This is an optimization exercise on Yosys and OpenROAD, whose aim is small area, not a production implementation. Function was checked by simulation only, so behaviour that the tests miss may differ from the original. Power is estimated from default activity; no workload was simulated.

==> design/flow/design.v <==
package skf_pkg;
    localparam int VALUE_W   = 32;
    localparam int COV_FRAC  = 30;
    localparam int COV_W     = COV_FRAC + 2;
    localparam int REG_W     = COV_W;
    localparam int CFG_IDX_W = 2;
    localparam logic [CFG_IDX_W-1:0] REG_PROCESS_NOISE     = CFG_IDX_W'(0);
    localparam logic [CFG_IDX_W-1:0] REG_MEASUREMENT_NOISE = CFG_IDX_W'(1);
    localparam logic [REG_W-1:0]     Q_RESET   = REG_W'(1073742);
    localparam logic [REG_W-1:0]     R_RESET   = REG_W'(10737418);
    localparam logic [2:0] P_IDLE = 3'd0;   
    localparam logic [2:0] P_PRE  = 3'd1;   
    localparam logic [2:0] P_DIV  = 3'd2;   
    localparam logic [2:0] P_EMUL = 3'd3;   
    localparam logic [2:0] P_ECPY = 3'd4;   
    localparam logic [2:0] P_CMUL = 3'd5;   
    localparam logic [2:0] P_CCPY = 3'd6;   
endpackage
module skf_sadd (
    input  logic a,
    input  logic b,
    input  logic ci,
    output logic s,
    output logic co
);
    assign s  = a ^ b ^ ci;
    assign co = (a & b) | (ci & (a ^ b));
endmodule
import skf_pkg::*;
module scalar_kalman_filter_unit (
    input  logic                                 i_clk,
    input  logic                                 i_rst_n,
    input  logic                                 i_in_valid,
    output logic                                 o_in_stall,
    input  logic signed [skf_pkg::VALUE_W-1:0]   i_sample,
    output logic                                 o_out_valid,
    input  logic                                 i_out_stall,
    output logic signed [skf_pkg::VALUE_W-1:0]   o_estimate,
    input  logic                                 i_cfg_we,
    input  logic [skf_pkg::CFG_IDX_W-1:0]        i_cfg_index,
    input  logic [skf_pkg::REG_W-1:0]            i_cfg_data
);
    logic [4:0]  r_cyc;         
    logic [4:0]  r_pc;          
    logic [2:0]  r_ph;
    logic        r_out_valid;
    logic [REG_W-1:0]   r_q, r_r;
    logic [VALUE_W-1:0] r_est;
    logic [31:0]        r_cov;   
    logic [31:0]        r_rem;   
    logic [32:0]        r_g;     
    logic [31:0]        r_smp;   
    logic               r_qdef, r_rdef, r_covdef, r_estz;
    logic r_c1, r_c2, r_c3;      
    logic r_d;                   
    logic r_gcap;                
    logic r_seen;                
    logic r_rneg;                
    logic r_satp, r_satd;        
    logic r_rz, r_s1z, r_s1m;    
    logic [REG_W-1:0]   q_reset, r_reset;
    assign q_reset = Q_RESET;
    assign r_reset = R_RESET;
    logic j0, j31;
    logic ph_idle, ph_pre, ph_div, ph_emul, ph_ecpy, ph_cmul, ph_ccpy;
    logic q_bit, r_bit, s_bit, cov_bit, pred_bit, est_bit;
    logic g_bit, m_bit;
    logic gz, gm, div_sign, gbit_w;
    logic a_x, a_y, a_ci, a_s, a_co;
    logic b_x, b_ci, b_s, b_co, den_bit;
    logic sub, acc_bit, m_x, m_y, m_ci, m_s, m_co, m_hi;
    logic mul, est_sh, est_in, cov_in, rem31_in, rem30_in, g30_in, g0_in;
    assign j0  = (r_cyc == 5'd0);
    assign j31 = (r_cyc == 5'd31);
    assign ph_idle = (r_ph == P_IDLE);
    assign ph_pre  = (r_ph == P_PRE);
    assign ph_div  = (r_ph == P_DIV);
    assign ph_emul = (r_ph == P_EMUL);
    assign ph_ecpy = (r_ph == P_ECPY);
    assign ph_cmul = (r_ph == P_CMUL);
    assign ph_ccpy = (r_ph == P_CCPY);
    assign mul     = ph_emul || ph_cmul;
    assign q_bit    = r_qdef ? q_reset[r_cyc] : r_q[r_cyc];
    assign r_bit    = r_rdef ? r_reset[r_cyc] : r_r[r_cyc];
    assign s_bit    = i_sample[r_cyc];
    assign cov_bit  = r_covdef ? (r_cyc == 5'd30) : r_cov[0];
    assign pred_bit = r_satp || r_cov[0];
    assign est_bit  = !r_estz && r_est[0];
    assign g_bit = j0 ? r_g[0] : r_gcap;
    assign m_bit = g_bit ^ r_seen;
    assign a_x  = ph_pre ? cov_bit : (g_bit && r_smp[0]);
    assign a_y  = ph_pre ? q_bit : (m_bit && est_bit);
    assign a_ci = !j0 && r_c1;
    skf_sadd u_add_a (.a(a_x), .b(a_y), .ci(a_ci), .s(a_s), .co(a_co));
    assign b_x  = ph_pre ? a_s : pred_bit;
    assign b_ci = !j0 && r_c2;
    skf_sadd u_add_b (.a(b_x), .b(r_bit), .ci(b_ci), .s(b_s), .co(b_co));
    assign den_bit = r_satd || b_s;
    assign sub     = !r_rneg;
    assign acc_bit = (r_pc != 5'd0) && r_rem[0];
    assign m_x     = ph_div ? (!j0 && r_d) : acc_bit;
    assign m_y     = ph_div ? (den_bit ^ sub) : (ph_emul ? a_s : (m_bit && pred_bit));
    assign m_ci    = j0 ? (ph_div && sub) : r_c3;
    skf_sadd u_add_m (.a(m_x), .b(m_y), .ci(m_ci), .s(m_s), .co(m_co));
    assign div_sign = r_rem[0] ^ sub ^ m_co;
    assign m_hi     = ph_emul ? (m_x ^ a_x ^ a_y ^ a_co ^ m_co) : m_co;
    assign gz     = r_rz && r_s1z && !r_satp;
    assign gm     = !gz && (r_satp || r_s1m || r_rz);
    assign gbit_w = gm || (!gz && !div_sign);
    assign cov_in   = ph_pre  ? a_s :
                      ph_ccpy ? (r_seen ? r_rem[0] : r_cov[0]) : r_cov[0];
    assign rem31_in = ph_pre ? a_s : ph_div ? m_s : (mul && j31) ? m_hi : r_rem[0];
    assign rem30_in = (mul && !j0) ? m_s : r_rem[31];
    assign g30_in   = (mul || ph_ecpy) ? r_g[0] : r_g[31];
    assign g0_in    = (ph_div && j31) ? gbit_w : r_g[1];
    assign est_sh   = ph_emul || ph_ecpy;
    assign est_in   = ph_ecpy ? (r_seen ? r_rem[0] : (!r_estz && r_est[0])) : r_est[0];
    always_ff @(posedge i_clk) begin
        r_cov <= {cov_in, r_cov[31:1]};
        r_rem <= {rem31_in, rem30_in, r_rem[30:1]};
        r_g   <= {r_g[0], r_g[32], g30_in, r_g[30:2], g0_in};
        r_smp <= {ph_pre ? s_bit : r_smp[0], r_smp[31:1]};
        if (est_sh) r_est <= {est_in, r_est[VALUE_W-1:1]};
        r_c1 <= a_co;
        r_c2 <= b_co;
        r_c3 <= m_co;
        r_d  <= r_rem[0];
        if (j0) r_gcap <= r_g[0];
        if (ph_idle) begin
            r_rz  <= 1'b1;
            r_s1z <= 1'b1;
            r_s1m <= 1'b1;
        end else if (ph_pre) begin
            r_rz  <= r_rz && !r_bit;
            r_s1z <= r_s1z && !a_s;
            r_s1m <= r_s1m && a_s;
        end
        if (ph_pre && j31) begin
            r_satp <= a_co;
            r_satd <= b_co;
        end
        if (ph_pre) r_rneg <= 1'b0;
        else if (ph_div && j31) r_rneg <= div_sign;
        if (j31) begin
            r_seen <= mul && (r_seen || g_bit);
        end
        if (i_cfg_we && i_cfg_index == REG_PROCESS_NOISE) r_q <= i_cfg_data;
        if (i_cfg_we && i_cfg_index == REG_MEASUREMENT_NOISE) r_r <= i_cfg_data;
        if (!i_rst_n) begin
            r_cyc       <= '0;
            r_pc        <= '0;
            r_ph        <= P_IDLE;
            r_out_valid <= 1'b0;
            r_qdef      <= 1'b1;
            r_rdef      <= 1'b1;
            r_covdef    <= 1'b1;
            r_estz      <= 1'b1;
        end else begin
            r_cyc <= r_cyc + 5'd1;
            if (i_cfg_we && i_cfg_index == REG_PROCESS_NOISE) r_qdef <= 1'b0;
            if (i_cfg_we && i_cfg_index == REG_MEASUREMENT_NOISE) r_rdef <= 1'b0;
            if (ph_pre && j31) r_covdef <= 1'b0;
            if (ph_ecpy && j31) r_estz <= 1'b0;
            if (ph_ecpy && j31) begin
                r_out_valid <= 1'b1;
            end else if (!i_out_stall) begin
                r_out_valid <= 1'b0;
            end
            if (j31) begin
                r_pc <= ((ph_div || mul) && r_pc != 5'd29) ? r_pc + 5'd1 : 5'd0;
                case (r_ph)
                    P_IDLE: if (i_in_valid && (!r_out_valid || !i_out_stall)) r_ph <= P_PRE;
                    P_PRE:  r_ph <= P_DIV;
                    P_DIV:  if (r_pc == 5'd29) r_ph <= P_EMUL;
                    P_EMUL: if (r_pc == 5'd29) r_ph <= P_ECPY;
                    P_ECPY: r_ph <= P_CMUL;
                    P_CMUL: if (r_pc == 5'd29) r_ph <= P_CCPY;
                    default: r_ph <= P_IDLE;
                endcase
            end
        end
    end
    assign o_in_stall  = !(ph_pre && j31);
    assign o_out_valid = r_out_valid;
    assign o_estimate  = r_est;
endmodule
==> design/flow/flow/run.sh <==
#!/bin/bash
# Standard ORFS layout, with the smallest buffer on the ports and a clock tree
# of small buffers without dummy loads. Make's output goes to flow.log here;
# each ORFS step keeps its own log under orfs/logs.
set -euo pipefail
bash standard.sh \
  "BUFFER_PORTS_ARGS=-buffer_cell sky130_fd_sc_hd__buf_1" \
  "CTS_ARGS=-sink_clustering_enable -repair_clock_nets -buf_list sky130_fd_sc_hd__clkbuf_8 -sink_clustering_size 20 -sink_clustering_max_diameter 45 -dont_use_dummy_load" \
  finish > flow.log 2>&1
==> design/flow/standard.sh <==
#!/bin/bash
# synth_recipe.tcl (not shown) runs the flow's synth.tcl, then flattens the netlist and writes it again
# the make line also repeats each setting of config.mk as NAME=value (left out here)
make -C /OpenROAD-flow-scripts/flow DESIGN_CONFIG=/design/flow/config.mk WORK_HOME=/design/flow/orfs CLKGATE_MAP_FILE= SYNTH_SCRIPT=/design/flow/synth_recipe.tcl "${@:-finish}"
==> design/flow/config.mk <==
export PLATFORM = sky130hd
export DESIGN_NAME = scalar_kalman_filter_unit
export DESIGN_NICKNAME = scalar_kalman_filter_unit
export VERILOG_FILES = /design/flow/design.v
export SDC_FILE = /design/flow/constraint.sdc
export NUM_CORES = 4
export LEC_CHECK = 0
export CAP_MARGIN = 20
export CORE_MARGIN = 2
export CORE_UTILIZATION = 55
export SLEW_MARGIN = 20
==> design/flow/constraint.sdc <==
create_clock -name core_clock -period 12.0 [get_ports {i_clk}]
set_input_delay 2.4000 -clock core_clock [delete_from_list [all_inputs] [get_ports {i_clk}]]
set_output_delay 2.4000 -clock core_clock [all_outputs]
set_load 0.01 [all_outputs]
==> impl.org, run 1 <==
** Power
- Reported leakage power :: 0.00312 µW
- Power spread over the standard cell area amounts to 156 mW/mm².
- VDD sags by at most 0.105 mV.

** Routing
- The final layout contains routed wiring with a total length of 13600 µm.
- ANT nets after route :: 0
- For this run, design rule violations remaining after detail routing come to 0.
- In the routed layout, each cell is associated on average with a via count of 5.27.
- For this run, the detailed router's first-pass iteration total came to 4.
- In this run, the number of DRC markers left after iteration 0 of detailed routing was 236.
- The routed layout has 4338 vias.
- Routed length per instance :: 16.5 µm

** Final layout
- Synthesis-to-layout area growth :: 11.6%
- Final-stage net count :: 723
- Count of non-filler cells in the finished layout :: 823
- N_diodes :: 0
- Fraction of layout cells with a size suffix above 1 :: 0.0908
- Post-route cell area :: 0.00902 mm²
- Filler instances :: 1100

** STA
- Setup violations remaining at the end of the flow were counted as 0.
- Setup repair after global routing left no endpoint under its margin.
- The worst path meets setup with 6.22 ns of slack.
- Transition time at the pin with the least slew margin :: 0.693 ns
- Derived from the worst setup path, the maximum achievable clock frequency is 173 MHz.
- Final-layout setup total negative slack :: 0 ns
- On the final layout, the worst clock skew is 0.0576 ns.
- Hold Violations, Final :: 0
- Of the available clock period, the critical path in the final layout requires 0.481.
- Pins Over Slew Limit :: 0
- Headroom to the max-slew limit came out at 0.538.
- Subtracting the final worst setup slack from the clock period gives 5.78 ns.

** Yosys
- For this run, the number of Yosys warnings is 1.
- Arithmetic-cell share of the synthesized area counting full adders, half adders and majority gates :: 0.0198
- For this run, asynchronously set or reset flops after synthesis account for 0.
- Synth Area in Simple Gates :: 0.0647
- Counting every net in the synthesized netlist gives 604.
- After synthesis the cells add up to 0.00808 mm².
- The portion of synthesized area spent on multiplexers is 0.0673.
- Of the synthesized area, sequential elements account for 0.754.
- Of the total synthesized cell area, the portion taken by XOR and XNOR cells is 0.0158.
- Among all flip-flop cells after synthesis, the most frequent one is sky130_fd_sc_hd__dfxtp_1.
- The netlist uses 62 different library cells.
- Averaged over all synthesized cells, the footprint is 15.5 µm².
- Synthesis inferred 255 register bits.
- Synthesis produced 522 cells.
- Number of enable-type register cells in the synthesized netlist :: 99
- Largest family of logic cells by synthesized area :: multiplexers
- Fraction of the mapped netlist area in compound gates :: 0.0611

** Worst setup path
- Start-to-end type of the worst setup path :: register to register
- In this run the worst path has a maximum fanout of 31.
- Data on the critical path arrives at its endpoint at 6.16 ns.
- Family with the most delay on the worst path :: adder cells
- Combined buffer and inverter count along the critical path :: 2
- Slowest stage cell, crit path :: sky130_fd_sc_hd__fa_1
- Kind of end point of the critical path :: register
- Maximum cell stage delay along the critical path :: 0.56 ns
- Type of origin of the critical path :: register
- Data on the critical path is required at its endpoint by 12.38 ns.
- Ordered cell list for the critical path :: buf_4 > inv_1 > ha_1 > nor4b_4 > mux2i_1 > ha_1 > nand3b_1 > nor2_1 > a31o_2 > fa_1 > nor2_1 > a21oi_1 > fa_1 > nor2_1 > xnor2_1 > o21ai_0 > a22o_1 > fa_1 > o22a_1 > o221ai_1 > a31oi_1 > a21oi_1 > nand3_1

** Status
- The flow ran to the end and the layout has no timing, DRC or antenna violations.

** Global route
- Entering global routing, the biggest net connects 40 pins.
- Via count of the first global-routing pass :: 4373
- Wire length of the first global-routing pass :: 22300 µm
- Initial antenna violation count :: 0
- The total overflow left after global routing is 0.
- For this run, the total global-route usage over all layers was measured as 0.175.

** Clocking
- Post-CTS timing repair inserted 0 buffers for setup.
- The later pin in the worst-skew pair is clocked with a latency of 0.53 ns.
- In this run, CTS created clock tree buffers numbering 25.
- Clock net sink count :: 255
- For this design, the CTS-stage hold fixing added 0 buffers.
- Count of instances resized after the clock tree is built :: 0
- After clock tree synthesis, the clock-pin slew on the worst setup and hold paths is 0.07 ns.
- H-tree levels :: 1
- The tree is rooted in a sky130_fd_sc_hd__clkbuf_8.
- The clock passes through at most 3 buffers.
- TritonCTS clock tree :: done

** Floorplan
- The die is 125 µm tall.
- The core region is 0.0144 mm².
- Die X-Extent :: 125 µm
- Die Footprint :: 0.0157 mm²
- Effective utilization at floorplan :: 0.560
- 105 I/O pins were placed.
- Standard-cell rows :: 44

** Run
- Number of max-cap violations :: 0

** Placed design
- The placed instances occupy a cell area of 0.00868 mm².
- Post-detail-place hpwl :: 9150 µm
- Pre-CTS WS :: 6.26 ns
- In this run, placement finished with an instance count of 798.
- The congestion estimate from routability-driven global placement came to 0.864.
- Port bufs :: 104

** Worst hold path
- Worst min-delay path category :: register to register
-- worst paths after layout --
path              cells past startpoint  slack (ns)   endpoint  startpoint
hold / removal                        0        0.31  r_rem[28]   r_rem[29]
hold reg to reg                       0        0.31  r_rem[28]   r_rem[29]
setup / recovery                     23        6.22  r_rem[31]    r_cyc[0]
setup reg to reg                     23        6.22  r_rem[31]    r_cyc[0]
-- through the flow --
stage | hold WS, ns | total power [µW] | utilization
finish | 0.313 | 1400 | 0.625
global route | 0.315 | 1460 | 0.625
CTS | 0.316 | 1420 | 0.625
detailed placement | 0.312 | 998 | 0.601
global placement | 0.311 | 997 | 0.601
floorplan | 0.310 | 976 | -
-- cells by family (layout without fill, tap and decap cells) --
group                      after synthesis  after routing
AOI/OAI and AO/OA                       76             76
xor gates and xnor gates                13             13
adders and majority gates               11             11
buffers and inverters                   35            152
DFF                                    255            255
muxes                                   34             34
and+or+nand+nor                         98             98
-- layer usage --
metal	vias up	share of wire	GRT usage
met4	0	0.021	0.0484
met1	2112	0.44	0.236
met2	100	0.49	0.293
met3	19	0.047	0.0364
li1	2107	-	-
met5	-	0	0
-- where the power goes --
part           switching, µW  total (µW)  internal, µW
combinational           33.5        64.2          30.6
clock                    240         425           185
sequential              4.14         914           910
total                    278        1400          1130
-- state kept, by name, summed over array words and instances, names as in the netlist, 3 cells and up --
register,cells
r_rem,32
r_smp,32
r_pc,5
r_r,32
r_ph,3
r_est,32
r_q,32
r_g,33
r_cov,32
r_cyc,5
-- placed cells by master, fill, tap and decap left out, drive strengths merged, types with 4 or more instances in the layout --
cell type and count:
a21oi 18, a31oi 5, and2 8, buf 109
clkbuf 25, dfxtp 156, edfxtp 99, ha 8
inv 17, mux2i 15, mux4 16, nand2 19
nand2b 4, nand3 5, nor2 29, nor2b 8
nor3 6, o21ai 20, o221ai 4, xnor2 5
xor2 7
-- cell type report --
class / count / area (µm²) / share of cell area
clock buffer: 25 / 344 / 0.0381
inverter: 18 / 67.6 / 0.00749
multi-input combinational: 232 / 1860 / 0.206
sequential: 255 / 6100 / 0.676
tap: 184 / 230 / 0.0255
timing repair buffer: 109 / 428 / 0.0474
-- Yosys cell counts (all sizes together) (2+ instances only) --
library cell	number	area (µm²)
a211oi	3	22.5
a21boi	2	15.0
a21o	3	22.5
a21oi	18	90.1
a31oi	5	31.3
and2	8	50.1
and2b	2	17.5
buf	7	33.8
clkbuf	10	37.5
dfxtp	156	3120
edfxtp	99	2970
fa	3	60.1
ha	8	100
inv	17	63.8
mux2	3	33.8
mux2i	15	150
mux4	16	360
nand2	19	71.3
nand2b	4	25.0
nand3	5	25.0
nand3b	3	22.5
nand4	3	18.8
nor2	29	109
nor2b	8	52.6
nor3	6	30.0
nor3b	2	15.0
nor4b	3	41.3
o211ai	3	22.5
o21ai	20	100
o221ai	4	35.0
o22a	2	17.5
o22ai	2	12.5
xnor2	5	43.8
xor2	7	61.3
==> inputs of run 2 (changes only) <==
--- a/design/flow/flow/run.sh
+++ b/design/flow/flow/run.sh
@@ -7,3 +7,3 @@
   "BUFFER_PORTS_ARGS=-buffer_cell sky130_fd_sc_hd__buf_1" \
-  "CTS_ARGS=-sink_clustering_enable -repair_clock_nets -buf_list sky130_fd_sc_hd__clkbuf_8 -sink_clustering_size 20 -sink_clustering_max_diameter 45 -dont_use_dummy_load" \
+  "CTS_ARGS=-sink_clustering_enable -repair_clock_nets -buf_list sky130_fd_sc_hd__clkbuf_8 -sink_clustering_size 20 -sink_clustering_max_diameter 60 -root_buf sky130_fd_sc_hd__clkbuf_4 -tree_buf sky130_fd_sc_hd__clkbuf_4 -dont_use_dummy_load" \
   finish > flow.log 2>&1
--- a/design/flow/config.mk
+++ b/design/flow/config.mk
@@ -9,3 +9,3 @@
 export CORE_MARGIN = 2
-export CORE_UTILIZATION = 55
+export CORE_UTILIZATION = 40
 export SLEW_MARGIN = 20
==> impl.org, run 2 <==
** STA
- For the finished layout, the period the worst path requires is 5.94 ns.
- The worst pin sits at a relative slew slack of 0.391.
- Setup repair after global routing left no endpoint under its margin.
- Setup violations remaining at the end of the flow were counted as 0.
- Final worst clock skew :: 0.0237 ns
- Final setup margin :: 6.06 ns
- Final period utilization :: 0.495
- Pins Over Slew Limit :: 0
- For this run, the top clock speed supported by timing is 168 MHz.
- At the pin with the least slew margin, the transition time is 0.914 ns.
- Hold Violations, Final :: 0
- In the final timing run, aggregate negative setup slack is 0 ns.

** Yosys
- Number of library cell types mapped by synthesis :: 62
- The most common cell in the synthesized netlist is sky130_fd_sc_hd__dfxtp_1.
- For this run, the number of Yosys warnings is 1.
- In the synthesized netlist the async set-or-reset flop fraction comes to 0.
- Synth area leaders :: sky130_fd_sc_hd__dfxtp_1 39%, sky130_fd_sc_hd__edfxtp_1 37%, sky130_fd_sc_hd__mux4_2 4.5%
- Of the synthesized area, sequential elements account for 0.754.
- Number of enable-type register cells in the synthesized netlist :: 99
- Net count of the mapped netlist :: 604
- Dominant register cell in the synthesized netlist :: sky130_fd_sc_hd__dfxtp_1
- Number of flip-flops and latches in the synthesized netlist :: 255
- Synth top cells by count :: 156 x sky130_fd_sc_hd__dfxtp_1, 99 x sky130_fd_sc_hd__edfxtp_1, 29 x sky130_fd_sc_hd__nor2_1
- Synthesized area divided by synthesized cell count :: 15.5 µm²
- Netlist Area Pre-Place :: 0.00808 mm²
- Fraction of synthesized cell area taken by the top area cell type :: 0.386
- Synthesis produced 522 cells.
- Of all cell types, the one taking the most synthesized area is sky130_fd_sc_hd__dfxtp_1.

** Floorplan
- Boundary Pins :: 105
- The initial utilization of the core area, before any placement, comes to 0.403.
- The core region is 0.0200 mm².
- The floorplan step defined a die boundary enclosing 0.0214 mm².
- In this run the vertical extent of the chip is 146 µm.
- Standard-cell rows :: 52
- The floorplan step set the die width to 146 µm.

** Status
- The run finished with no timing, DRC or antenna violations.

** Routing
- In this run the remaining antenna-violating nets after routing total 0.
- The routed layout has 4276 vias.
- Routed length per instance :: 15.4 µm
- In this run, the number of DRC markers left after iteration 0 of detailed routing was 325.
- The final layout contains routed wiring with a total length of 13800 µm.
- The pre-antenna-repair detailed-routing pass consisted of 4 iterations.
- Drc violations :: 0
- Dividing the detail-routed via count by the number of cells gives 4.76.

** Final layout
- Post-route cell area :: 0.00899 mm²
- Final-stage net count :: 713
- Area of the multi-input gates :: 0.00186 mm²
- The repair_antennas step left the layout with diodes totalling 0.
- Register containing the most flip-flops in the final layout :: r_g
- Synthesis-to-layout area growth :: 11.2%
- Leaving out fill and tap cells, the most frequent cells in the layout are 154 x sky130_fd_sc_hd__dfxtp_1, 104 x sky130_fd_sc_hd__buf_1, 99 x sky130_fd_sc_hd__edfxtp_1.
- Area occupied by registers :: 0.00610 mm²
- The layout has 1824 filler cells.
- Max FFs per register :: 33
- Leaving out fill and tap cells, the most frequent cell in the layout is sky130_fd_sc_hd__dfxtp_1.
- For this run, the share of the core covered by cells in the final layout is 0.448.
- Fraction of layout cells with a size suffix above 1 :: 0.0795

** Clocking
- The longest clock path from root to sink contains 3 buffers.
- Counting the buffers created by CTS gives 17.
- TritonCTS built the clock tree.
- Clock net sink count :: 255
- Clk latency of the worst-skew pair :: 0.61 ns
- Clock-pin slew was measured on the worst setup and hold paths at 0.11 ns.
- CTS placed an instance of sky130_fd_sc_hd__clkbuf_4 at the clock tree root.
- Hold-fix buffers, CTS :: 0
- In this run the number of H-tree levels came out at 1.
- The number of gates resized after CTS was 0.
- Buffers added to address setup during post-CTS repair amount to 0.

** Placed design
- Pre-CTS WS :: 6.02 ns
- Port bufs :: 104
- Once detailed placement completed, the half-perimeter wirelength came to 9310 µm.
- After detailed placement, the total cell area comes to 0.00877 mm².
- The congestion estimate from routability-driven global placement came to 0.812.

** Power
- Summing internal, switching and leakage power gives 1330 µW.
- The analysis attributes to cell leakage a power of 0.00305 µW.
- Ratio of total power to cell area :: 148 mW/mm²
- Worst IR drop on VDD :: 0.0845 mV

** Worst setup path
- The worst register-to-register path has a depth of 22.
- Ordered cell list for the critical path :: inv_1 > ha_1 > nor4b_4 > mux2i_1 > ha_1 > nand3b_1 > nor2_1 > a31o_2 > fa_1 > nor2_1 > a21oi_1 > fa_1 > nor2_1 > xnor2_1 > o21ai_0 > a22o_1 > fa_1 > o22a_1 > o221ai_1 > a31oi_1 > a21oi_1 > nand3_1
- STA classifies the critical path endpoint as a register.
- In this run the worst path has a maximum fanout of 39.
- Slowest stage cell, crit path :: sky130_fd_sc_hd__dfxtp_2
- In this design, the stage delay of the slowest critical-path cell is 0.94 ns.
- The setup path with the least slack is of type register to register.
- Worst endpoint data arrival time :: 6.44 ns
- At the worst endpoint, the required time is 12.49 ns.
- STA classifies the critical path startpoint as a register.

** Worst hold path
- Counting instances, the worst hold path has a depth of 0.
- Worst min-delay path category :: register to register

** Run
- Across the run, the number of max-cap violations was 0.

** Global route
- The total overflow left after global routing is 0.
- For this run, the total global-route usage over all layers was measured as 0.129.
- The first global-routing pass estimated 22300 µm of wire.
- The via count of the first global-routing pass came to 4318.
- The number of antenna violations at the first check in global routing was 0.
- Entering global routing, the biggest net connects 40 pins.
==> run 2: cell count changes in the layout (fill, tap and decap cells not counted), sizes merged <==
cell    change
clkbuf      -8
buf         -2
==> run 2: layer usage <==
metal / share of wire / global-route usage
met1: 0.47 / 0.180
met2: 0.46 / 0.208
met3: 0.052 / 0.0272
met4: 0.017 / 0.0301
met5: 0 / 0
==> run 2: cells by family (layout without fill, tap and decap cells) <==
family | Yosys count | count (layout) | share of synthesized area
DFF | 255 | 255 | 0.754
and+or+nand+nor | 98 | 98 | 0.0647
AOI/OAI and AO/OA | 76 | 76 | 0.0611
buffers and inverters | 35 | 142 | 0.0172
muxes | 34 | 34 | 0.0673
xor gates and xnor gates | 13 | 13 | 0.0158
adders and majority gates | 11 | 11 | 0.0198
==> run 2: cell type report <==
cell class / instances / share of cell area
clock buffers: 17 / 0.0239
inverters: 18 / 0.00752
multi-input cells: 232 / 0.206
flip-flops and latches: 255 / 0.679
well taps: 270 / 0.0376
repair buffers: 107 / 0.0459
==> run 2: final timing paths <==
check                               start   endpoint  slack (ns)
worst max-delay path             r_cyc[1]  r_rem[31]        6.06
worst min-delay path            r_rem[30]  r_rem[29]        0.32
worst max register to register   r_cyc[1]  r_rem[31]        6.06
worst min register to register  r_rem[30]  r_rem[29]        0.32
==> run 2: critical path, delay by kind of cell (launching register included) <==
family                     cells  cell delay, ns
muxes                          1            0.40
adders and majority gates      5            2.06
xor gates and xnor gates       1            0.12
AOI/OAI and AO/OA              8            1.42
and+or+nand+nor                6            0.64
DFF                            1            0.94
buffers and inverters          1            0.26
==> run 2: where the power goes <==
part	leakage [µW]	switching (µW)	internal [µW]
sequential	0.00205	11.1	910
combinational	0.000883	26.4	30.1
clock	0.000114	236	116
==> run 2: through the flow <==
stage / std cells / hold slack [ns]
CTS: 899 / 0.314
global placement: 882 / 0.311
floorplan: 522 / 0.310
detailed placement: 882 / 0.312
finish: 899 / 0.315
global route: 899 / 0.324
==> inputs of run 3 (changes only) <==
==> design/flow/flow/run.sh (replaced) <==
#!/bin/bash
# Standard ORFS layout, with the smallest buffer on the ports and a clock tree
# of small buffers without dummy loads. Make's output goes to flow.log here;
# each ORFS step keeps its own log under orfs/logs.
set -euo pipefail
bash standard.sh \
  "BUFFER_PORTS_ARGS=-buffer_cell sky130_fd_sc_hd__buf_1" \
  "CTS_ARGS=-sink_clustering_enable -repair_clock_nets -buf_list sky130_fd_sc_hd__clkbuf_8 -sink_clustering_size 20 -sink_clustering_max_diameter 60 -dont_use_dummy_load" \
  finish > flow.log 2>&1
==> impl.org, run 3 <==
** Clocking
- Clock net sink count :: 255
- Buffers inserted by post-CTS timing repair :: 0
- In this run the number of H-tree levels came out at 1.
- TritonCTS built the clock tree.
- TritonCTS created 17 clock buffers.
- At the later pin of the worst-skew pair, clock insertion delay measures 0.52 ns.
- Clock root buffer :: sky130_fd_sc_hd__clkbuf_8
- Count of instances resized after the clock tree is built :: 0
- Clock-pin slew was measured on the worst setup and hold paths at 0.11 ns.
- In this run, post-CTS hold repair placed 0 buffers.
- Maximum clock insertion buffer count :: 3

** Global route
- Wire length of the first global-routing pass :: 22300 µm
- Overall routing resource usage :: 0.129
- The number of antenna violations at the first check in global routing came to 0.
- Total grt overflow :: 0
- Entering global routing, the biggest net connects 40 pins.
- Via count of the first global-routing pass :: 4315

** Yosys
- Arithmetic-cell share of the synthesized area counting full adders, half adders and majority gates :: 0.0198
- In this run, synthesis inferred 99 flip-flops with an integrated enable.
- Of the total synthesized cell area, the portion taken by AND, OR, NAND and NOR gates is 0.0647.
- XOR/XNOR share of the synthesized area :: 0.0158
- Net count of the mapped netlist :: 604
- In the synthesized netlist, the cells that appear most often are 156 x sky130_fd_sc_hd__dfxtp_1, 99 x sky130_fd_sc_hd__edfxtp_1, 29 x sky130_fd_sc_hd__nor2_1.
- By area, the combinational part of the netlist is dominated by multiplexers.
- For this run, the leading register cell type out of synthesis is sky130_fd_sc_hd__dfxtp_1.
- Register area share after synthesis :: 0.754
- Fraction of synthesized cell area taken by the top area cell type :: 0.386
- By instance count, the leading cell after synthesis is sky130_fd_sc_hd__dfxtp_1.
- Synth area leaders :: sky130_fd_sc_hd__dfxtp_1 39%, sky130_fd_sc_hd__edfxtp_1 37%, sky130_fd_sc_hd__mux4_2 4.5%
- In the synthesized netlist the async set-or-reset flop fraction comes to 0.
- In this run the cell area of the synthesized design comes to 0.00808 mm².
- The synthesized netlist contains 62 unique library cells.
- Cell taking the most area after synthesis :: sky130_fd_sc_hd__dfxtp_1
- The synthesized design contains 255 register bits.
- The post-synthesis compound-gate area fraction came to 0.0611.
- The average instance in the mapped netlist occupies 15.5 µm².
- Share of synthesized area spent on multiplexers :: 0.0673
- Total number of yosys warnings :: 1
- Synthesis produced 522 cells.

** Placed design
- Post-detail-place hpwl :: 9310 µm
- Routability-driven placement finished with a final weighted congestion of 0.812.
- Port bufs :: 104

** Floorplan
- The initial utilization of the core area, before any placement, comes to 0.403.
- Die Footprint :: 0.0214 mm²
- The die is 146 µm tall.
- Floorplan core area :: 0.0200 mm²
- After floorplanning, the core was divided into 52 placement rows.
- Pin placement for this block handled 105 I/O pins.
- In this run the horizontal extent of the chip is 146 µm.

** Worst setup path
- The worst setup path is of the register to register kind.
- Data on the critical path arrives at its endpoint at 6.36 ns.
- STA classifies the critical path startpoint as a register.
- Largest fanout on the critical path :: 39
- WP data required :: 12.43 ns
- The worst setup path is captured at a register.
- In this run the register-to-register setup slack is 6.06 ns.

** STA
- Final-layout setup total negative slack :: 0 ns
- The number of pins with negative max-slew slack in the final report came to 0.
- Headroom to the max-slew limit came out at 0.391.
- Peak Freq :: 168 MHz
- Final critical path time including I/O delays and setup :: 5.94 ns
- Setup violations remaining at the end of the flow were counted as 0.
- For the final database, setup skew stands at 0.0266 ns.
- Setup repair after global routing left no endpoint under its margin.
- Of the available clock period, the critical path in the final layout requires 0.495.
- At the pin with the least slew margin, the transition time is 0.914 ns.
- Hold Violations, Final :: 0

** Worst hold path
- Worst min-delay path category :: register to register

** Power
- Overall power consumption after layout is estimated at 1340 µW.
- Reported leakage power :: 0.00306 µW
- Ratio of total power to cell area :: 149 mW/mm²
- Worst IR drop on VDD :: 0.0850 mV

** Routing
- Routed length per instance :: 15.3 µm
- In the routed layout, each cell is associated on average with a via count of 4.77.
- Before antenna repair, the detailed router went through 5 iterations.
- After detailed routing, the number of remaining DRC violations is 0.
- Count of vias placed by the detailed router :: 4291
- The final layout contains routed wiring with a total length of 13700 µm.
- For this block, the initial DRC count from the detailed router was 328.
- The detail route stage leaves a number of antenna-violating nets equal to 0.

** Final layout
- N_diodes :: 0
- The register with the most flip-flops in the layout has 33 of them.
- Relative to the synthesized area, the layout overhead comes to 11.4%.
- Counting flops per register, the top entry is r_g.
- Most used cells in the layout excluding fill and tap cells :: 154 x sky130_fd_sc_hd__dfxtp_1, 104 x sky130_fd_sc_hd__buf_1, 99 x sky130_fd_sc_hd__edfxtp_1
- The filler cells instantiated in the layout total 1820.
- Final-stage net count :: 713
- Fraction of layout cells with a size suffix above 1 :: 0.0795
- The library cell used most frequently in the layout, excluding fill and tap cells, is sky130_fd_sc_hd__dfxtp_1.

** Run
- The tool flagged a number of max-cap violations equal to 0.

** Status
- Outcome :: timing/DRC/antenna clean
==> run 3: report_power, final <==
part           switching (µW)  internal [µW]
registers                11.1            910
clock network             238            129
logic                    26.4           30.1
total                     276           1070
==> run 3: worst paths after layout <==
| path | from | end | cells past startpoint |
|---|---|---|---|
| max | r_cyc[1] | r_g[0] | 23 |
| min | r_rem[30] | r_rem[29] | 0 |
| max reg2reg | r_cyc[1] | r_g[0] | 23 |
| min reg2reg | r_rem[30] | r_rem[29] | 0 |
==> run 3: final cells by class <==
type                            count  area (µm²)  area share
Multi-Input combinational cell    232        1860       0.206
Tap cell                          270         338      0.0375
Clock buffer                       17         234      0.0260
Sequential cell                   255        6100       0.677
Timing Repair Buffer              107         413      0.0458
Inverter                           18        67.6     0.00750
==> run 3: layer usage <==
layer / track usage / wire length, µm
met5: 0 / 0
met3: 0.0259 / 692
met1: 0.180 / 6480
met2: 0.208 / 6270
met4: 0.0340 / 306
==> run 3: worst max-delay path, stage by stage, from the launching register on <==
cell and delay [ns]:
sky130_fd_sc_hd__dfxtp_2 0.94, sky130_fd_sc_hd__inv_1 0.27, sky130_fd_sc_hd__ha_1 0.27, sky130_fd_sc_hd__nor4b_4 0.16, sky130_fd_sc_hd__mux2i_1 0.39, sky130_fd_sc_hd__ha_1 0.33, sky130_fd_sc_hd__nand3b_1 0.13, sky130_fd_sc_hd__nor2_1 0.05
sky130_fd_sc_hd__a31o_2 0.23, sky130_fd_sc_hd__fa_1 0.57, sky130_fd_sc_hd__nor2_1 0.08, sky130_fd_sc_hd__a21oi_1 0.18, sky130_fd_sc_hd__fa_1 0.41, sky130_fd_sc_hd__nor2_1 0.14, sky130_fd_sc_hd__xnor2_1 0.12, sky130_fd_sc_hd__o21ai_0 0.08
sky130_fd_sc_hd__a22o_1 0.23, sky130_fd_sc_hd__fa_1 0.48, sky130_fd_sc_hd__xnor2_1 0.29, sky130_fd_sc_hd__xnor2_1 0.16, sky130_fd_sc_hd__nor3_1 0.06, sky130_fd_sc_hd__a21oi_1 0.11, sky130_fd_sc_hd__nor2_1 0.05, sky130_fd_sc_hd__a21oi_1 0.13
==> run 3: cell families after synthesis <==
family	after synthesis
DFF	255
adders and majority gates	11
buffers and inverters	35
and+or+nand+nor	98
xor gates and xnor gates	13
muxes	34
AOI/OAI and AO/OA	76
==> run 3: per-stage QoR <==
stage	instances	setup WS [ns]	util	area [µm²]	hold slack, ns
2_1_floorplan	522	6.69	-	8080	0.310
3_3_place_gp	882	6.24	0.438	8770	0.311
3_5_place_dp	882	6.02	0.438	8770	0.312
4_1_cts	899	6.00	0.449	9000	0.314
5_1_grt	899	5.53	0.449	9010	0.326
6_report	899	6.06	0.449	9010	0.313
==> inputs of run 4 (changes only) <==
--- a/design/flow/design.v
+++ b/design/flow/design.v
@@ -51,3 +51,2 @@
     logic [32:0]        r_g;     
-    logic [31:0]        r_smp;   
     logic               r_qdef, r_rdef, r_covdef, r_estz;
@@ -65,3 +64,3 @@
     logic ph_idle, ph_pre, ph_div, ph_emul, ph_ecpy, ph_cmul, ph_ccpy;
-    logic q_bit, r_bit, s_bit, cov_bit, pred_bit, est_bit;
+    logic q_bit, r_bit, s_bit, cov_bit, pred_bit, est_bit, smp_bit, take;
     logic g_bit, m_bit;
@@ -88,5 +87,6 @@
     assign est_bit  = !r_estz && r_est[0];
+    assign smp_bit  = r_estz ? r_est[0] : s_bit;
     assign g_bit = j0 ? r_g[0] : r_gcap;
     assign m_bit = g_bit ^ r_seen;
-    assign a_x  = ph_pre ? cov_bit : (g_bit && r_smp[0]);
+    assign a_x  = ph_pre ? cov_bit : (g_bit && smp_bit);
     assign a_y  = ph_pre ? q_bit : (m_bit && est_bit);
@@ -115,4 +115,5 @@
     assign g0_in    = (ph_div && j31) ? gbit_w : r_g[1];
-    assign est_sh   = ph_emul || ph_ecpy;
-    assign est_in   = ph_ecpy ? (r_seen ? r_rem[0] : (!r_estz && r_est[0])) : r_est[0];
+    assign est_sh   = ph_emul || ph_ecpy || (ph_pre && r_estz);
+    assign est_in   = ph_pre  ? s_bit :
+                      ph_ecpy ? (r_seen ? r_rem[0] : (!r_estz && r_est[0])) : r_est[0];
     always_ff @(posedge i_clk) begin
@@ -121,3 +122,2 @@
         r_g   <= {r_g[0], r_g[32], g30_in, r_g[30:2], g0_in};
-        r_smp <= {ph_pre ? s_bit : r_smp[0], r_smp[31:1]};
         if (est_sh) r_est <= {est_in, r_est[VALUE_W-1:1]};
@@ -182,3 +182,4 @@
     end
-    assign o_in_stall  = !(ph_pre && j31);
+    assign take        = r_estz ? ph_pre : (ph_emul && r_pc == 5'd29);
+    assign o_in_stall  = !(take && j31);
     assign o_out_valid = r_out_valid;
==> impl.org, run 4 <==
** Routing
- Drc violations :: 0
- For this block, the routed nets add up to 13600 µm of wire.
- ANT nets after route :: 0
- The first routing iteration left 249 violations.
- In the final routed layout, each cell accounts on average for 15.9 µm.
- Detailed Routing Iterations Pass 1 :: 5
- Count of vias placed by the detailed router :: 4367
- Dividing the detail-routed via count by the number of cells gives 5.12.

** Yosys
- Total number of yosys warnings :: 1
- Counting every instance in the synthesized netlist gives 519.
- Most numerous cell in the Yosys netlist :: sky130_fd_sc_hd__dfxtp_1
- Synthesized area divided by synthesized cell count :: 14.7 µm²
- The most used flip-flop cell after synthesis is sky130_fd_sc_hd__dfxtp_1.
- The synthesized netlist occupies a cell area of 0.00762 mm².
- The synthesized design contains 99 enable-type register cells.
- The share of synthesized area in the top cell type comes to 0.390.
- Synth top cells by count :: 124 x sky130_fd_sc_hd__dfxtp_1, 99 x sky130_fd_sc_hd__edfxtp_1, 28 x sky130_fd_sc_hd__nand2_1
- The synthesized design contains 223 register bits.
- Cell taking the most area after synthesis :: sky130_fd_sc_hd__edfxtp_1
- The number of nets in the synthesized netlist is 601.
- Register area share after synthesis :: 0.715
- The number of different library cells used by synthesis comes to 68.
- Synth area leaders :: sky130_fd_sc_hd__edfxtp_1 39%, sky130_fd_sc_hd__dfxtp_1 33%, sky130_fd_sc_hd__mux4_2 4.1%
- Counting flops with an async set or reset pin after synthesis yields a share of 0.

** Floorplan
- Pin placement for this block handled 105 I/O pins.
- Die X-Extent :: 142 µm
- For this configuration, the core starts out at a cell density of 0.408.
- The core region is 0.0187 mm².
- Floorplan die height :: 142 µm
- The die covers 0.0202 mm².
- The floorplan has 50 rows.

** Power
- The design draws 1200 µW.
- Ratio of total power to cell area :: 142 mW/mm²
- Worst IR drop on VDD :: 0.0861 mV
- Reported leakage power :: 0.00287 µW

** Worst setup path
- Along the worst path, the maximum fanout reaches 6.
- Worst endpoint data arrival time :: 6.61 ns
- Kind of end point of the critical path :: register
- The setup path with the least slack is of type input port to register.
- For the worst setup path, the data required time is 12.36 ns.
- Type of origin of the critical path :: input port

** Clocking
- Clock transition at the registers of the reported paths :: 0.11 ns
- In this run the post-CTS setup repair buffer count came out at 0.
- Gates resized during post-CTS repair numbered 0.
- Maximum clock insertion buffer count :: 3
- For this design, the CTS-stage hold fixing added 0 buffers.
- Clock tree synthesis inserted a total of 16 buffers.
- CTS built an H-tree with a depth of 1.
- Clock root buffer :: sky130_fd_sc_hd__clkbuf_8
- TritonCTS built the clock tree.
- Clock net sink count :: 223
- Clk latency of the worst-skew pair :: 0.51 ns

** Run
- Max-cap violations in this run came to 0.

** Placed design
- GP Congestion :: 0.887
- The count of buffers added on input and output ports is 104.
- The wire-length estimate of the detail-placed layout is 9200 µm.

** Global route
- The via count of the first global-routing pass was 4426.
- Total grt overflow :: 0
- The number of antenna violations at the first check in global routing is 0.
- The first global-routing pass estimated 22300 µm of wire.
- Pin count of the biggest net entering global routing :: 40
- In the global route stage, overall resource usage came out at 0.137.

** Final layout
- 0 antenna diodes ended up in the layout.
- Final-stage net count :: 703
- Of the cells placed in the final design, the portion with a size suffix greater than 1 is 0.0872.
- Register containing the most flip-flops in the final layout :: r_g
- Compared with the post-synthesis result, the final layout area differs by 10.9%.
- Leaving out fill and tap cells, the most frequent cells in the layout are 123 x sky130_fd_sc_hd__dfxtp_1, 104 x sky130_fd_sc_hd__buf_1, 99 x sky130_fd_sc_hd__edfxtp_1.
- Leaving out fill and tap cells, the most frequent cell in the layout is sky130_fd_sc_hd__dfxtp_1.
- Max FFs per register :: 33

** STA
- The number of pins with negative max-slew slack in the final report is 0.
- In the final timing run, aggregate negative setup slack is 0 ns.
- Final count of negative-setup-slack endpoints :: 0
- At the pin with the least slew margin, the transition time is 1.02 ns.
- Across the routed clock network, the largest skew measured is 0.0342 ns.
- Setup repair after global routing left no endpoint under its margin.
- Final critical path time including I/O delays and setup :: 6.24 ns
- The worst pin sits at a relative slew slack of 0.317.
- Peak Freq :: 160 MHz
- Dividing the final minimum period by the clock period gives 0.520.
- Hold Violations, Final :: 0

** Status
- Outcome :: timing/DRC/antenna clean

** Worst hold path
- Worst min-delay path category :: register to register
-- run 4: cell count changes after synthesis, sizes merged, moves of 4 or more --
cell and delta:
buf +6, dfxtp -32, inv -4, nand2 +9, nand3 +8, nor2 -4
nor3 -4, o21ai +7
-- run 4: per-layer routing --
metal,GRT usage,share of wire,vias to the layer above
li1,-,-,2092
met1,0.182,0.46,2128
met2,0.224,0.46,119
met3,0.0296,0.052,28
met4,0.0463,0.027,0
met5,0,0,-
-- run 4: worst max-delay path, cell delays in order --
cell and delay, ns:
sky130_fd_sc_hd__buf_1 0.07, sky130_fd_sc_hd__mux4_2 0.46, sky130_fd_sc_hd__a22o_1 0.25, sky130_fd_sc_hd__a211o_1 0.29, sky130_fd_sc_hd__nand2_1 0.09, sky130_fd_sc_hd__o41a_1 0.20
sky130_fd_sc_hd__fa_1 0.52, sky130_fd_sc_hd__a21oi_1 0.23, sky130_fd_sc_hd__fa_1 0.41, sky130_fd_sc_hd__nor2_1 0.13, sky130_fd_sc_hd__xor2_1 0.08, sky130_fd_sc_hd__o211ai_1 0.15
sky130_fd_sc_hd__o21ai_0 0.15, sky130_fd_sc_hd__fa_1 0.47, sky130_fd_sc_hd__xnor2_1 0.26, sky130_fd_sc_hd__xnor2_1 0.09, sky130_fd_sc_hd__nor3_1 0.14, sky130_fd_sc_hd__a21oi_1 0.06
sky130_fd_sc_hd__nor2_1 0.08, sky130_fd_sc_hd__a31oi_1 0.08
-- run 4: kinds of logic (layout without fill, tap and decap cells) --
kind of cell | count (synthesis) | in the layout | synth area share
buffers and inverters | 38 | 138 | 0.0223
multiplexers | 32 | 32 | 0.0665
flip-flops | 223 | 223 | 0.715
XOR/XNOR | 12 | 12 | 0.0138
AND/OR/NAND/NOR | 112 | 112 | 0.0784
adder cells (fa/ha/maj) | 11 | 11 | 0.0210
AO/OA/AOI/OAI | 91 | 91 | 0.0825
-- run 4: worst paths after layout --
path                startpoint  depth (start not counted)  slack [ns]       to
setup reg to reg      r_cyc[0]                         21        5.96   r_g[0]
hold / removal         r_g[11]                          0        0.31  r_g[10]
setup / recovery  i_sample[23]                         20        5.76   r_g[0]
hold reg to reg        r_g[11]                          0        0.31  r_g[10]
-- run 4: layout make-up --
class / instances / area [µm²]
inverter: 13 / 48.8
fill: 1633 / 10300
clock buffer: 16 / 220
multi-input combinational: 258 / 2010
tap: 234 / 293
timing repair buffer: 109 / 428
sequential: 223 / 5460
-- run 4: through the flow --
step | cells | util | worst slack (ns) | cell area, µm² | hold WS (ns)
2_1_floorplan | 519 | - | 5.62 | 7620 | 0.310
3_3_place_gp | 837 | 0.440 | 5.32 | 8230 | 0.312
3_5_place_dp | 837 | 0.440 | 5.22 | 8230 | 0.312
4_1_cts | 853 | 0.452 | 5.78 | 8450 | 0.311
5_1_grt | 853 | 0.452 | 5.32 | 8450 | 0.319
6_report | 853 | 0.452 | 5.76 | 8450 | 0.310
-- run 4: power by group --
| part | total [µW] | switching (µW) | internal (µW) |
|---|---|---|---|
| clock network | 330 | 209 | 121 |
| registers | 813 | 7.79 | 805 |
| logic | 59.4 | 31.1 | 28.3 |
==> inputs of run 5 (changes only) <==
--- a/design/flow/flow/run.sh
+++ b/design/flow/flow/run.sh
@@ -7,3 +7,3 @@
   "BUFFER_PORTS_ARGS=-buffer_cell sky130_fd_sc_hd__buf_1" \
-  "CTS_ARGS=-sink_clustering_enable -repair_clock_nets -buf_list sky130_fd_sc_hd__clkbuf_8 -sink_clustering_size 20 -sink_clustering_max_diameter 60 -dont_use_dummy_load" \
+  "CTS_ARGS=-sink_clustering_enable -repair_clock_nets -buf_list sky130_fd_sc_hd__clkbuf_8 -sink_clustering_size 24 -sink_clustering_max_diameter 55 -root_buf sky130_fd_sc_hd__clkbuf_4 -tree_buf sky130_fd_sc_hd__clkbuf_4 -dont_use_dummy_load" \
   finish > flow.log 2>&1
==> impl.org, run 5 <==
** Yosys
- Number of flip-flops and latches in the synthesized netlist :: 223
- Netlist Area Pre-Place :: 0.00762 mm²
- In the post-synthesis netlist, the cell with the most instances is sky130_fd_sc_hd__dfxtp_1.
- sky130_fd_sc_hd__edfxtp_1 takes more of the synthesized area than any other cell.
- Of the post-synthesis cell area, the dominant cell type holds 0.390.
- Counting flops with an async set or reset pin after synthesis yields a share of 0.
- Dividing the synthesized area by the synthesized cell count gives 14.7 µm².
- Register area share after synthesis :: 0.715
- Synth top cells by count :: 124 x sky130_fd_sc_hd__dfxtp_1, 99 x sky130_fd_sc_hd__edfxtp_1, 28 x sky130_fd_sc_hd__nand2_1
- For this run, the leading register cell type out of synthesis is sky130_fd_sc_hd__dfxtp_1.
- Number of enable-type register cells in the synthesized netlist :: 99
- Post-synthesis cell count :: 519
- Net count of the mapped netlist :: 601
- For this run, the number of Yosys warnings is 1.
- Sorting the synthesized cells by area gives the leading types as sky130_fd_sc_hd__edfxtp_1 39%, sky130_fd_sc_hd__dfxtp_1 33%, sky130_fd_sc_hd__mux4_2 4.1%.
- Number of library cell types mapped by synthesis :: 68

** Worst setup path
- Largest fanout on the critical path :: 6
- For the worst flop-to-flop path, the logic depth is 20.
- Setup crit end :: r_rem[31]
- Worst flop-to-flop path startpoint :: r_cyc[0]
- R2r setup slk :: 5.81 ns
- The worst setup path is launched from an input port.
- Crit path from :: i_sample[23]
- Worst reg2reg endpoint :: r_rem[31]
- Data arrives at the worst endpoint at 6.73 ns.
- The worst setup path is of the input port to register kind.
- WP data required :: 12.50 ns
- Kind of end point of the critical path :: register

** Global route
- Across every metal layer, demand over resource in global routing totals 0.138.
- After global routing the overflow that remains totals 0.
- The first global-routing pass estimated 22400 µm of wire.
- Pin count of the biggest net entering global routing :: 40
- The via count of the first global-routing pass is 4445.
- The number of antenna violations at the first check in global routing came to 1.

** Floorplan
- Effective utilization at floorplan :: 0.408
- In this run the core area contains 50 standard-cell rows.
- Die Footprint :: 0.0202 mm²
- Boundary Pins :: 105
- The die is 142 µm wide.
- Floorplan core area :: 0.0187 mm²
- The die is 142 µm tall.

** Routing
- In this run the remaining antenna-violating nets after routing total 0.
- The first routing iteration left 260 violations.
- Sum of routed wire length over all layers :: 13700 µm
- Routed length per instance :: 16.0 µm
- Count of vias placed by the detailed router :: 4383
- Drc violations :: 0
- The first detailed-routing pass ran for 4 iterations.
- Detailed-route vias per instance :: 5.12

** Power
- The worst-case IR drop observed on VDD is 0.0862 mV.
- Reported leakage power :: 0.00288 µW
- Dividing total power by cell area gives a power density of 143 mW/mm².

** Clocking
- Clock net sink count :: 223
- Clock transition at the registers of the reported paths :: 0.12 ns
- The longest clock path from root to sink contains 3 buffers.
- TritonCTS built the clock tree.
- For the worst-skew pair, the clock arrives at the later sink with an insertion delay of 0.64 ns.
- Post-CTS repair changed the size of 0 cells.
- Total clock buffers created by CTS :: 18
- The tree is rooted in a sky130_fd_sc_hd__clkbuf_4.
- CTS built an H-tree with a depth of 1.
- Hold-fix buffers, CTS :: 0
- Once the clock tree was built, the setup fixing pass inserted 0 buffers.

** STA
- The number of pins with negative max-slew slack in the final report came to 0.
- For the finished layout, the period the worst path requires is 6.23 ns.
- Hold Violations, Final :: 0
- Clock skew on the completed layout was measured at 0.0821 ns.
- The worst pin sits at a relative slew slack of 0.335.
- Final period utilization :: 0.519
- In the final timing run, aggregate negative setup slack is 0 ns.
- Transition time at the pin with the least slew margin :: 0.995 ns
- Setup violations remaining at the end of the flow were counted as 0.
- Static timing analysis puts the maximum clock frequency at 161 MHz.
- Setup repair after global routing left no endpoint under its margin.

** Final layout
- Of the cells placed in the final design, the portion with a size suffix greater than 1 is 0.0902.
- Most used cells in the layout excluding fill and tap cells :: 123 x sky130_fd_sc_hd__dfxtp_1, 104 x sky130_fd_sc_hd__buf_1, 99 x sky130_fd_sc_hd__edfxtp_1
- The finished layout holds 856 standard cells, fillers aside.
- The library cell used most frequently in the layout, excluding fill and tap cells, is sky130_fd_sc_hd__dfxtp_1.
- Register containing the most flip-flops in the final layout :: r_g
- Final-stage net count :: 705
- Synthesis-to-layout area growth :: 11.0%
- Max FFs per register :: 33

** Run
- Across the run, the number of max-cap violations was 0.

** Placed design
- The congestion estimate from routability-driven global placement came to 0.887.
- Detailed placement ended at an HPWL of 9200 µm.
- Cells after DPL :: 837
- Port bufs :: 104

** Worst hold path
- The tightest min-delay check is of the register to register type.

** Status
- Outcome :: timing/DRC/antenna clean
## run 5: cell counts after synthesis
No cell type changed its count.
## run 5: cells by family (layout without fill, tap and decap cells)
| kind of cell | count (synthesis) | in the layout | synth area share |
|---|---|---|---|
| muxes | 32 | 32 | 0.0665 |
| AOI/OAI and AO/OA | 91 | 91 | 0.0825 |
| DFF | 223 | 223 | 0.715 |
| buffers and inverters | 38 | 140 | 0.0223 |
| other | 0 | 1 | 0 |
| xor gates and xnor gates | 12 | 12 | 0.0138 |
| and+or+nand+nor | 112 | 112 | 0.0784 |
| adders and majority gates | 11 | 11 | 0.0210 |
## run 5: worst max-delay path, stage by stage
cell	delay (ns)
sky130_fd_sc_hd__buf_1	0.07
sky130_fd_sc_hd__mux4_2	0.46
sky130_fd_sc_hd__a22o_1	0.25
sky130_fd_sc_hd__a211o_1	0.29
sky130_fd_sc_hd__nand2_1	0.09
sky130_fd_sc_hd__o41a_1	0.19
sky130_fd_sc_hd__fa_1	0.52
sky130_fd_sc_hd__a21oi_1	0.23
sky130_fd_sc_hd__fa_1	0.41
sky130_fd_sc_hd__nor2_1	0.13
sky130_fd_sc_hd__xor2_1	0.08
sky130_fd_sc_hd__o211ai_1	0.16
sky130_fd_sc_hd__o21ai_0	0.16
sky130_fd_sc_hd__fa_1	0.58
sky130_fd_sc_hd__o22ai_1	0.09
sky130_fd_sc_hd__o21ai_0	0.15
sky130_fd_sc_hd__o21ai_0	0.15
sky130_fd_sc_hd__a31o_2	0.26
sky130_fd_sc_hd__o221ai_2	0.05
## run 5: per-layer routing
layer,global-route usage,up-vias,routed length [µm]
li1,-,2094,-
met1,0.181,2150,6240
met2,0.225,118,6360
met3,0.0347,21,816
met4,0.0426,0,296
met5,0,-,0
## run 5: worst min path at each step
stage / slack (ns) / end / cells past startpoint / start
global route: 0.30 / r_cov[27] / 0 / r_cov[28]
finish: 0.29 / r_cov[16] / 0 / r_cov[17]
global placement: 0.31 / r_cov[2] / 0 / r_cov[3]
detailed placement: 0.31 / r_g[26] / 0 / r_g[27]
floorplan: 0.31 / r_cov[0] / 0 / r_cov[1]
CTS: 0.30 / r_cov[16] / 0 / r_cov[17]
## run 5: cell type report
cell class                 instances  area, µm²
fill                            1638      10200
timing repair buffer             109        428
multi-input combinational        258       2010
clock buffer                      18        229
tap                              234        293
inverter                          13       48.8
sequential                       223       5460
antenna                            1       2.50
## run 5: where the power goes
part	total [µW]	internal [µW]	switching [µW]
combinational	59.4	28.3	31.1
sequential	813	805	7.73
clock	336	123	213
total	1210	956	252
## run 5: stage by stage
| stage | utilization | hold WS, ns | cell area, µm² | total power, µW | setup WS (ns) |
|---|---|---|---|---|---|
| final | 0.453 | 0.294 | 8470 | 1210 | 5.77 |
| after global routing | 0.453 | 0.298 | 8470 | 1260 | 5.18 |
| after CTS | 0.452 | 0.302 | 8460 | 1230 | 5.82 |
| after detailed placement | 0.440 | 0.312 | 8230 | 890 | 5.22 |
| after global placement | 0.440 | 0.312 | 8230 | 888 | 5.32 |
| after floorplan | - | 0.310 | 7620 | 869 | 5.62 |
==> inputs of run 6 (changes only) <==
==> design/flow/flow/run.sh (replaced) <==
#!/bin/bash
# Standard ORFS layout, with the smallest buffer on the ports and a clock tree
# of small buffers without dummy loads. Make's output goes to flow.log here;
# each ORFS step keeps its own log under orfs/logs.
set -euo pipefail
bash standard.sh \
  "BUFFER_PORTS_ARGS=-buffer_cell sky130_fd_sc_hd__buf_1" \
  "CTS_ARGS=-sink_clustering_enable -repair_clock_nets -buf_list sky130_fd_sc_hd__clkbuf_8 -sink_clustering_size 20 -sink_clustering_max_diameter 60 -root_buf sky130_fd_sc_hd__clkbuf_4 -tree_buf sky130_fd_sc_hd__clkbuf_4 -dont_use_dummy_load" \
  finish > flow.log 2>&1
--- a/design/flow/config.mk
+++ b/design/flow/config.mk
@@ -9,3 +9,3 @@
 export CORE_MARGIN = 2
-export CORE_UTILIZATION = 40
+export CORE_UTILIZATION = 50
 export SLEW_MARGIN = 20
==> impl.org, run 6 <==
** Status
- The run finished with no timing, DRC or antenna violations.

** Yosys
- Synth top cells by count :: 124 x sky130_fd_sc_hd__dfxtp_1, 99 x sky130_fd_sc_hd__edfxtp_1, 28 x sky130_fd_sc_hd__nand2_1
- Dominant register cell in the synthesized netlist :: sky130_fd_sc_hd__dfxtp_1
- Ranked by total cell area, the synthesized netlist is headed by sky130_fd_sc_hd__edfxtp_1 39%, sky130_fd_sc_hd__dfxtp_1 33%, sky130_fd_sc_hd__mux4_2 4.1%.
- Proportion of register bits with asynchronous set or reset after synthesis :: 0
- Most numerous cell in the Yosys netlist :: sky130_fd_sc_hd__dfxtp_1
- The average instance in the mapped netlist occupies 14.7 µm².
- Number of flip-flops and latches in the synthesized netlist :: 223
- For this run, the register share of the synthesized area comes to 0.715.
- Synthesis instantiated 68 different standard cells from the library.
- In this run, synthesis inferred 99 flip-flops with an integrated enable.
- For this run, the number of Yosys warnings is 1.
- sky130_fd_sc_hd__edfxtp_1 takes more of the synthesized area than any other cell.
- Fraction of synthesized cell area taken by the top area cell type :: 0.390
- When the netlist entered floorplanning its net count stood at 601.
- Synthesis handed over a netlist of 519 instances.
- Netlist Area Pre-Place :: 0.00762 mm²

** Clocking
- H-tree levels :: 1
- TritonCTS built the clock tree.
- Buffers inserted by post-CTS timing repair :: 0
- Clock root buffer :: sky130_fd_sc_hd__clkbuf_4
- Buffers inserted to repair hold after CTS numbered 0.
- Clk latency of the worst-skew pair :: 0.59 ns
- In this run, CTS created clock tree buffers numbering 15.
- Clock-pin slew was measured on the worst setup and hold paths at 0.11 ns.
- Count of instances resized after the clock tree is built :: 0
- Maximum clock insertion buffer count :: 3
- CTS saw 223 sinks.

** Routing
- Count of vias placed by the detailed router :: 4296
- Violation count after the first detailed-route iteration :: 180
- In the routed layout, each cell is associated on average with a via count of 5.32.
- The count of nets left with antenna violations once routing finished came out at 0.
- Sum of routed wire length over all layers :: 13000 µm
- Routed length per instance :: 16.1 µm
- Before antenna repair, the detailed router went through 4 iterations.
- In the routed design, unresolved DRC markers number 0.

** STA
- Static timing analysis puts the maximum clock frequency at 163 MHz.
- Transition time at the pin with the least slew margin :: 1.03 ns
- Final period utilization :: 0.512
- Pins Over Slew Limit :: 0
- After layout, the minimum clock period comes to 6.15 ns.
- In the final timing run, aggregate negative setup slack is 0 ns.
- Final worst clock skew :: 0.0333 ns
- Final count of negative-setup-slack endpoints :: 0
- The final hold violation count came to 0.
- Measured against its own limit, the worst slew margin works out to 0.311.
- Setup repair after global routing missed its margin :: false

** Final layout
- The register with the most flip-flops in the layout has 33 of them.
- Synthesis-to-layout area growth :: 9.76%
- In the final layout, the multi-input gates occupy 0.00201 mm².
- Register containing the most flip-flops in the final layout :: r_g
- Leaving out fill and tap cells, the most frequent cells in the layout are 123 x sky130_fd_sc_hd__dfxtp_1, 104 x sky130_fd_sc_hd__buf_1, 99 x sky130_fd_sc_hd__edfxtp_1.
- Of the cells placed in the final design, the portion with a size suffix greater than 1 is 0.0858.
- The library cell used most frequently in the layout, excluding fill and tap cells, is sky130_fd_sc_hd__dfxtp_1.
- Summing all flip-flop and latch instances after layout gives 0.00546 mm².
- The final layout contains 702 nets.
- For this run, the share of the core covered by cells in the final layout is 0.557.
- Filler instances :: 1240

** Floorplan
- Row generation in the floorplan step produced 45 rows.
- The die covers 0.0163 mm².
- The die is 127 µm tall.
- Die X-Extent :: 127 µm
- Effective utilization at floorplan :: 0.507
- In this run the count of I/O pins placed on the die edge is 105.
- The core region is 0.0150 mm².

** Worst setup path
- Instance count on the critical path :: 19
- Slowest stage cell, crit path :: sky130_fd_sc_hd__fa_1
- STA puts the critical path data required time at 12.51 ns.
- Across all register-to-register paths, the minimum setup slack is 6.38 ns.
- Family with the most delay on the worst path :: compound AO/OA/AOI/OAI gates
- Of all nets on the critical path, the largest fanout is 6.
- The setup path with the least slack is of type input port to register.
- Worst reg-to-reg path cell count :: 18
- STA classifies the critical path endpoint as a register.
- Worst endpoint data arrival time :: 6.65 ns
- Type of origin of the critical path :: input port
- Maximum cell stage delay along the critical path :: 0.55 ns
- The critical path goes through buf_1 > mux4_2 > a22o_1 > a211o_1 > nand2_1 > o41a_1 > fa_1 > a21oi_1 > fa_1 > nor2_1 > xor2_1 > o211ai_1 > o21ai_0 > fa_1 > o22ai_1 > o21ai_0 > o21ai_0 > a31o_2 > o221ai_2.
- Combined buffer and inverter count along the critical path :: 1

** Placed design
- Post-detail-place hpwl :: 8880 µm
- GP Congestion :: 0.813
- Port bufs :: 104

** Power
- In this run the static leakage power is 0.00286 µW.
- Worst IR drop on VDD :: 0.107 mV
- For this design the ratio of total power to cell area is 141 mW/mm².

** Global route
- Total grt overflow :: 0
- Wire length of the first global-routing pass :: 21200 µm
- Via count of the first global-routing pass :: 4239
- Entering global routing, the biggest net connects 39 pins.
- Overall routing resource usage :: 0.164
- Initial antenna violation count :: 1

** Worst hold path
- In this run the worst hold path is classified as register to register.
- Worst hold path stage count :: 0

** Run
- Max-cap violations in this run came to 0.
run 6: layout make-up:
cell class / instances / share of cell area
Inverter: 13 / 0.00583
Clock buffer: 15 / 0.0224
Timing Repair Buffer: 109 / 0.0511
Tap cell: 188 / 0.0281
Antenna cell: 2 / 0.000598
Sequential cell: 223 / 0.652
Multi-Input combinational cell: 258 / 0.240
run 6: worst register-to-register path: cells and delay by family, from the launching register on:
kind,cells,cell delay [ns]
multiplexers,1,0.29
XOR/XNOR,1,0.07
AO/OA/AOI/OAI,10,1.89
adder cells (fa/ha/maj),4,1.82
flip-flops,1,0.60
AND/OR/NAND/NOR,2,0.87
run 6: worst paths after layout:
kind                              startpoint        end
worst max-delay path            i_sample[23]  r_rem[31]
worst min-delay path                r_cov[9]   r_cov[8]
worst max register to register      r_cyc[2]  r_rem[31]
worst min register to register      r_cov[9]   r_cov[8]
run 6: per-layer routing:
metal  global-route usage  routed length (µm)
met5                    0                   0
met1                0.228                6120
met2                0.267                5960
met4               0.0433                 267
met3               0.0339                 677
run 6: power breakdown:
group | internal (µW) | switching (µW) | total [µW] | leakage [µW]
Combinational | 28.3 | 32.7 | 61.1 | 0.000849
Clock | 102 | 203 | 305 | 0.000100
Sequential | 805 | 5.75 | 810 | 0.00191
Total | 935 | 241 | 1180 | 0.00286
run 6: metrics by stage:
stage	worst slack [ns]	cell area (µm²)	cells	power, µW	hold WS, ns
after floorplan	5.62	7620	519	869	0.310
after global placement	5.28	8180	791	888	0.310
after detailed placement	5.23	8180	791	890	0.312
after CTS	5.88	8360	806	1190	0.338
after global routing	5.46	8370	808	1230	0.343
final	5.85	8370	808	1180	0.332
run 6: kinds of logic after synthesis:
kind of cell,count (synthesis),synth area share
buffers and inverters,38,0.0223
DFF,223,0.715
xor gates and xnor gates,12,0.0138
adders and majority gates,11,0.0210
AOI/OAI and AO/OA,91,0.0825
muxes,32,0.0665
and+or+nand+nor,112,0.0784

## separate check: timing with driven ports
How much do the figures lean on ideal ports? The routed layouts below were timed once more, with nothing changed but the port constraints.
Step 1 sets driving cells, clkbuf_16 on the clock port and buf_2 on the other inputs (assumed; they add their load-dependent delay and slew).
Step 2, shift: input delay + t, output delay - t, t = (earliest + latest rising clock arrival at the registers) / 2. This alone moves slack from input paths to output paths.
a / b / c = ideal ports / drivers / drivers and shift; a / b = the first two.
run | shift t [ns] | setup slack, ns | slew at the worst register clock pin (ns) | worst data-port slew with drivers (ns) | cell pins on the clock port's net
run 1 | 0.546 | 6.223 / 6.223 / 6.223 | 0.11 / 0.11 | 0.04 | 1
run 2 | 0.630 | 6.056 / 6.056 / 6.056 | 0.12 / 0.12 | 0.05 | 1
run 3 | 0.540 | 6.063 / 6.063 / 6.063 | 0.12 / 0.12 | 0.05 | 1
run 4 | 0.532 | 5.758 / 5.772 / 5.240 | 0.11 / 0.11 | 0.06 | 1
run 5 | 0.640 | 5.773 / 5.790 / 5.150 | 0.12 / 0.12 | 0.06 | 1
run 6 | 0.607 | 5.853 / 5.847 / 5.240 | 0.11 / 0.11 | 0.06 | 1
After both steps setup and hold are still met in every run listed. For run 5, which loses most, drivers alone change the setup slack by +0.017 ns; drivers and shift together by -0.623 ns.
